Background: an optimization exercise with open tools, aiming at small area, a short achievable clock period and few clock cycles per item. Do not read the settings as production practice. The RTL was checked by simulation tests, not by an equivalence proof against the original design.

==> flow/design.v, too long to show whole: its modules and the start of the top module <==
// module tdpf_step_w20_k4: 1046 lines
// module tdpf_step_w10_k4: 866 lines
// module tdpf_store: 36 lines
// module trial_division_prime_factorizer_unit: 451 lines
module trial_division_prime_factorizer_unit #(
	parameter int MAX_DIVISOR = 1048576
) (
	input  logic                         clk,
	input  logic                         arst_n,
	input  logic                         s_tvalid,
	output logic                         s_tready,
	input  logic [tdpf_pkg::NUM_W-1:0]   s_tdata,   
	output logic                         m_tvalid,
	input  logic                         m_tready,
	output logic [tdpf_pkg::TDATA_W-1:0] m_tdata,   
	output logic [tdpf_pkg::STATUS_W-1:0] m_tuser,  
	output logic                         m_tlast,
	input  logic                         cfg_valid,
	output logic                         cfg_ready,
	input  logic [tdpf_pkg::CFG_W-1:0]   cfg_data   
);
  // ...
==> flow/run.sh <==
#!/bin/bash
# synth_recipe.tcl (not shown) runs the flow's synth.tcl, then flattens the netlist and writes it again
# the make line also repeats each setting of config.mk as NAME=value (left out here)
make -C /OpenROAD-flow-scripts/flow DESIGN_CONFIG=/design/flow/config.mk WORK_HOME=/design/flow/orfs CLKGATE_MAP_FILE= SYNTH_SCRIPT=/design/flow/synth_recipe.tcl finish
==> flow/config.mk <==
export PLATFORM = sky130hd
export DESIGN_NAME = trial_division_prime_factorizer_unit
export DESIGN_NICKNAME = trial_division_prime_factorizer_unit
export VERILOG_FILES = /design/flow/design.v
export SDC_FILE = /design/flow/constraint.sdc
export NUM_CORES = 4
export LEC_CHECK = 0
export CAP_MARGIN = 20
export CORE_MARGIN = 2
export CORE_UTILIZATION = 40
export SETUP_SLACK_MARGIN = 3.5
export SLEW_MARGIN = 20
==> flow/constraint.sdc <==
create_clock -name core_clock -period 6.0 [get_ports {clk}]
set_input_delay 1.2000 -clock core_clock [delete_from_list [all_inputs] [get_ports {clk}]]
set_output_delay 1.2000 -clock core_clock [all_outputs]
set_load 0.01 [all_outputs]
==> impl_summary.txt, run 1 <==
----------------------------------------------------
[Drt]
  Metal3 WL ... 12000 um

[Timing]
  Fin. max-slew vios ... 0
  Final setup slack of the worst path ... 1.37 ns

[GRT]
  Global-route met1 utilization ... 33.4%
  Wire length of the first global-routing pass ... 233000 um

[CTS]
  Hold buffer count at CTS ... 0

[Worst hold path]
  Beginning of the worst hold path ... cnt2_q[5]$_DFF_P_

[Layout]
  Count of non-filler cells in the finished layout ... 6656
  Register area ... 0.0206 mm^2
  Top flop regs ... u_store.g_slot.p_q (260), p_q (64), u_store.g_slot.c_q (54)
  Layout fillers ... 9495

[Floorplanning]
  Area of the core region ... 0.114 mm^2
  Number of tap cells added at floorplan ... 1512
  Horizontal die dimension ... 343 um

[Critical path]
  Family with the most delay on the worst path ... adder cells
  Worst path max stage delay ... 0.54 ns
  CP Capture Type ... flop
  Worst R2R Setup Slack ... 1.37 ns
  Buffers & Inverters on Critical Path ... 4
  Largest driver fanout on the critical path ... 7
  Critical path arrival ... 5.23 ns

[Synth]
  Most instantiated library cell after synthesis ... sky130_fd_sc_hd__nand2_1
  Number of storage elements in the synthesis netlist ... 739
  Biggest area contributors in the synthesized netlist ... sky130_fd_sc_hd__edfxtp_1, sky130_fd_sc_hd__fa_1, sky130_fd_sc_hd__dfxtp_1
  List of most frequent post-synthesis cells ... sky130_fd_sc_hd__nand2_1, sky130_fd_sc_hd__edfxtp_1, sky130_fd_sc_hd__inv_1
  Mux contribution to synthesized area ... 4.27%
  Dominant combinational cell family by area after synthesis ... adder cells

[Place]
  Worst-case setup slack after placement ... 1.16 ns

[Outcome]
  Status ... no timing/DRC/antenna violations

----------------------------------------------------
Testbench counts, summed over its fixed seeds: cycles 89,953, items 320.
==> run 2, diff against run 1 <==
--- a/flow/config.mk
+++ b/flow/config.mk
@@ -10,3 +10,3 @@
 export CORE_UTILIZATION = 40
-export SETUP_SLACK_MARGIN = 3.5
+export SETUP_SLACK_MARGIN = 2.5
 export SLEW_MARGIN = 20
==> run 2 against run 1 <==
Compared with the run above: design area fell by 7.2%; largest cell class unchanged; critical path type unchanged; sequential cell count did not move; sequential share of layout area rose by 2.5 points; routed wire length fell by 6.8%; clock skew fell by 0.0098 ns; die area did not move; area after synthesis did not move; setup slack improved by 0.091 ns; via count fell by 4.7%; first-iteration DRC count fell by 3.8%.
==> impl_summary.txt, run 2 <==
----------------------------------------------------
[Outcome]
  Status ... no timing/DRC/antenna violations (unchanged)

[Drt]
  Number of antenna-violating nets in the routed design ... 0 (unchanged)
  Wl on met1 ... 59500 um (was 63000 um)
  Detailed router's first-iteration violation count ... 3310 (was 3439)
  Routed Wire Length ... 148000 um (was 159000 um)
  Highest Signal Layer ... met5 (unchanged)
  Vias per std cell ... 5.59 (was 5.66)
  TritonRoute pass-1 iters ... 6 (unchanged)
  Total number of vias ... 35899 (was 37685)
  Metal3 WL ... 10800 um (was 12000 um)
  DRC violations left ... 0 (unchanged)
  Mean routed wirelength per cell ... 23.1 um (was 23.9 um)
  Routed wl met2 ... 71300 um (was 75600 um)

[Floorplanning]
  Area enclosed by the die boundary ... 0.117 mm^2 (unchanged)
  Area of the core region ... 0.114 mm^2 (unchanged)
  Horizontal die dimension ... 343 um (unchanged)
  Number of rows created at floorplan ... 124 (unchanged)
  Y dimension of the die ... 343 um (unchanged)
  Initial Util ... 40.2% (unchanged)
  Number of ports placed on the die boundary ... 184 (unchanged)

[Timing]
  Actual transition at the worst max-transition pin ... 0.975 ns (was 1.10 ns)
  Final hold slack ... 0.487 ns (about the same)
  Slew HR ... 35.0% (was 27.0%)
  Unrepaired setup endpoints after global routing ... true (unchanged)
  Setup tns final ... 0 ns (unchanged)
  Final setup slack of the worst path ... 1.46 ns (was 1.37 ns)
  Maximum clock frequency ... 220 MHz (was 216 MHz)
  Count of endpoints failing setup in the final report ... 0 (unchanged)
  Fin. max-slew vios ... 0 (unchanged)
  Period utilization ... 75.7% (was 77.2%)
  Tmin final ... 4.54 ns (was 4.63 ns)
  Count of endpoints failing hold in the final timing report ... 0 (unchanged)
  Worst Clk Skew ... 0.0185 ns (was 0.0283 ns)

[GRT]
  Maximum number of pins on one net before global-route repair ... 97 (was 96)
  Number of antenna violations at the first check in global routing ... 7 (was 4)
  GR Util All Layers ... 24.6% (was 26.3%)
  Wire length of the first global-routing pass ... 220000 um (was 233000 um)
  Residual overflow from global routing ... 0 (unchanged)
  Via count of the first global-routing pass ... 35353 (was 37643)

[Synth]
  Post-Synth Adder-Cell Area ... 15.9% (unchanged)
  Biggest area contributors in the synthesized netlist ... sky130_fd_sc_hd__edfxtp_1, sky130_fd_sc_hd__fa_1, sky130_fd_sc_hd__dfxtp_1 (unchanged)
  Avg Synthesized Cell Area ... 10.4 um^2 (unchanged)
  Proportion of netlist area held by the largest area contributor ... 36.4% (unchanged)
  Synthesized instance count ... 4410 (unchanged)
  Number of storage elements in the synthesis netlist ... 739 (unchanged)
  Mux contribution to synthesized area ... 4.27% (unchanged)
  Simple logic cell fraction of the synthesized area ... 14.3% (unchanged)
  Most instantiated library cell after synthesis ... sky130_fd_sc_hd__nand2_1 (unchanged)
  Async set-or-reset flop fraction in the synthesized netlist ... 3.52% (unchanged)
  Number of warnings printed during yosys synthesis ... 30 (unchanged)
  List of most frequent post-synthesis cells ... sky130_fd_sc_hd__nand2_1, sky130_fd_sc_hd__edfxtp_1, sky130_fd_sc_hd__inv_1 (unchanged)
  Cell type with the largest total area after synthesis ... sky130_fd_sc_hd__edfxtp_1 (unchanged)
  Complex-gate fraction of the synthesized area ... 12.4% (unchanged)
  Yosys cell types ... 99 (unchanged)
  EDFF count, synth ... 555 (unchanged)
  Prevailing post-synth register cell ... sky130_fd_sc_hd__edfxtp_1 (unchanged)
  Part of the Yosys area used for sequential elements ... 44.7% (unchanged)
  Xor-xnor portion of the synthesized cell area ... 2.73% (unchanged)
  Dominant combinational cell family by area after synthesis ... adder cells (unchanged)
  Area of the mapped netlist ... 0.0458 mm^2 (unchanged)

[Critical path]
  Worst path max stage delay ... 0.52 ns (was 0.54 ns)
  CP Capture Type ... flop (unchanged)
  Largest driver fanout on the critical path ... 5 (was 7)
  Launching element type of the critical path ... flop (unchanged)
  WS Path Type ... reg -> reg (unchanged)
  Required time at the worst-slack endpoint ... 6.55 ns (was 6.60 ns)
  CP max-delay cell ... sky130_fd_sc_hd__fa_1 (was sky130_fd_sc_hd__fa_2)
  Ordered cell list for the critical path ... inv_4, ha_4, buf_4, nand2b_1, a2111oi_1, a31oi_2, o211a_4, o2111a_1, a31oi_1, mux2i_1, a22o_1, o21ba_4, clkinv_4, buf_6, nand2_2, fa_2, inv_2, fa_1, fa_2, and2_1 (was inv_4, ha_4, or2b_1, mux4_2, nor2_4, a31oi_4, mux2i_2, nor3_2, a31o_1, a2111oi_4, a211oi_4, inv_2, buf_6, nand2_4, fa_2, fa_2, inv_2, fa_2, and2_1)
  Worst R2R Setup Slack ... 1.46 ns (was 1.37 ns)
  Cell type with the highest occurrence count on the critical path ... sky130_fd_sc_hd__fa_2 (unchanged)
  Critical path arrival ... 5.09 ns (was 5.23 ns)

[Place]
  PortBufs ... 178 (unchanged)
  Placer Congestion ... 0.890 (was 0.912)
  Worst-case setup slack after placement ... 1.08 ns (was 1.16 ns)
  DP Wirelength ... 100000 um (was 101000 um)

[Layout]
  Register with the highest flop count ... u_store.g_slot.p_q (unchanged)
  Commonest non-fill, non-tap cells in the layout ... sky130_fd_sc_hd__edfxtp_1, sky130_fd_sc_hd__nand2_1, sky130_fd_sc_hd__inv_1 (was sky130_fd_sc_hd__edfxtp_1, sky130_fd_sc_hd__nand2_1, sky130_fd_sc_hd__buf_4)
  Final core area utilization ... 51.0% (was 55.0%)
  Proportion of layout cells with a drive suffix above 1 ... 25.3% (was 35.4%)
  P&R area growth vs syn ... 26.9% (was 36.8%)
  Layout fillers ... 10070 (was 9495)
  Most common library cell in the layout ignoring fill and taps ... sky130_fd_sc_hd__edfxtp_1 (unchanged)
  Final-stage net count ... 5353 (was 5591)
  Register area ... 0.0206 mm^2 (about the same)
  Flip-flop count of the largest register, all copies and words added ... 260 (unchanged)
  Top flop regs ... u_store.g_slot.p_q (260), p_q (64), u_store.g_slot.c_q (54) (unchanged)
  Combined area of the multi-input logic cells ... 0.0259 mm^2 (was 0.0274 mm^2)

[CTS]
  Root Buffer Master ... sky130_fd_sc_hd__clkbuf_16 (unchanged)
  Clock Path Buffers ... 3 (unchanged)
  Post-CTS clock slew at the launch and capture registers of the worst setup and hold paths ... 0.06 ns (about the same)
  Clock Sinks ... 739 (unchanged)
  Latest clock arrival within the worst-skew pair ... 0.67 ns (was 0.68 ns)
  CTS Buf Count ... 84 (was 85)
  Number of H-tree levels ... 3 (unchanged)
  Hold buffer count at CTS ... 0 (unchanged)
  CTS tree ... done (unchanged)

[Worst hold path]
  Type of the tightest min-delay check ... reg -> reg (unchanged)

[Job]
  Number of max-capacitance violations reported ... 0 (unchanged)

----------------------------------------------------
## run 2: logic make-up after synthesis
group | after synthesis
adder cells (fa/ha/maj) | 442
AND/OR/NAND/NOR | 1396
AO/OA/AOI/OAI | 878
XOR/XNOR | 143
flip-flops | 739
other | 2
buffers and inverters | 668
multiplexers | 142
## run 2: critical path: cells and delay by family, from the launching register on
kind / cells / cell delay, ns
AOI/OAI and AO/OA: 7 / 1.78
adders and majority gates: 4 / 1.32
buffers and inverters: 5 / 0.48
DFF: 1 / 0.40
and+or+nand+nor: 3 / 0.36
muxes: 1 / 0.10
## run 2: timing repair
action / in CTS / in global routing
cloned: 8 / 5
pin swaps: 184 / 122
gates resized for setup: 369 / 331
setup endpoints to repair: 479 / 322
setup buffers: 188 / 95
## run 2: final cells by class
class                           count  area share [%]
Timing Repair Buffer              559            9.20
Tap cell                         1512            3.25
Multi-Input combinational cell   3012            44.5
Clock inverter                     31           0.574
Sequential cell                   739            35.4
Antenna cell                        5          0.0215
Clock buffer                      123            4.06
Inverter                          442            3.01
## run 2: metal layers
metal	global-route usage (%)	vias to the layer above
met5	0	-
met2	40.8	1365
met1	31.9	17880
met4	10.1	2
li1	-	16341
met3	4.24	311
## run 2: per-stage QoR
step,std cells,cell area [um^2]
floorplan,4414,47000
global placement,5967,50300
detailed placement,5968,50300
CTS,6318,56100
global route,6419,58200
finish,6423,58200
## run 2: final timing paths
| path | from | endpoint | cells past startpoint |
|---|---|---|---|
| max | cin_q[2]$_SDFF_PP0_ | cn_q[2][6]$_SDFF_PP0_ | 20 |
| min reg2reg | bds_q[2]$_SDFFE_PP0P_ | bq0_q[2]$_DFFE_PP_ | 0 |
| min | bds_q[2]$_SDFFE_PP0P_ | bq0_q[2]$_DFFE_PP_ | 0 |
| max reg2reg | cin_q[2]$_SDFF_PP0_ | cn_q[2][6]$_SDFF_PP0_ | 20 |
| max in group asynchronous | arst_n | state_q[1]$_DFFE_PN0P_ | 2 |
| min in group asynchronous | arst_n | cfg_q[16]$_DFFE_PN0P_ | 2 |

==> separate check: timing with driven ports <==
No port has a modelled driver above. Below, the same layouts with a new extraction and two added sets of constraints. Step 1 sets driving cells, clkbuf_16 on the clock port and buf_2 on the other inputs (assumed; they add their load-dependent delay and slew). Step 2 moves the port delays by t, midway between the first and last clock arrival at a register: inputs arrive t later, outputs are due t later. That takes back most of the time a late clock gives input paths. Slacks: ideal / step 1 / step 2; pairs: ideal / step 1.
run	t, ns	setup WS [ns]	worst setup path after step 2	pins driven straight from the clock port
run 1	0.740	1.370 / 1.370 / 1.370	register to register	1
run 2	0.734	1.461 / 1.461 / 1.461	register to register	1
After both steps setup and hold are still met in every run listed.
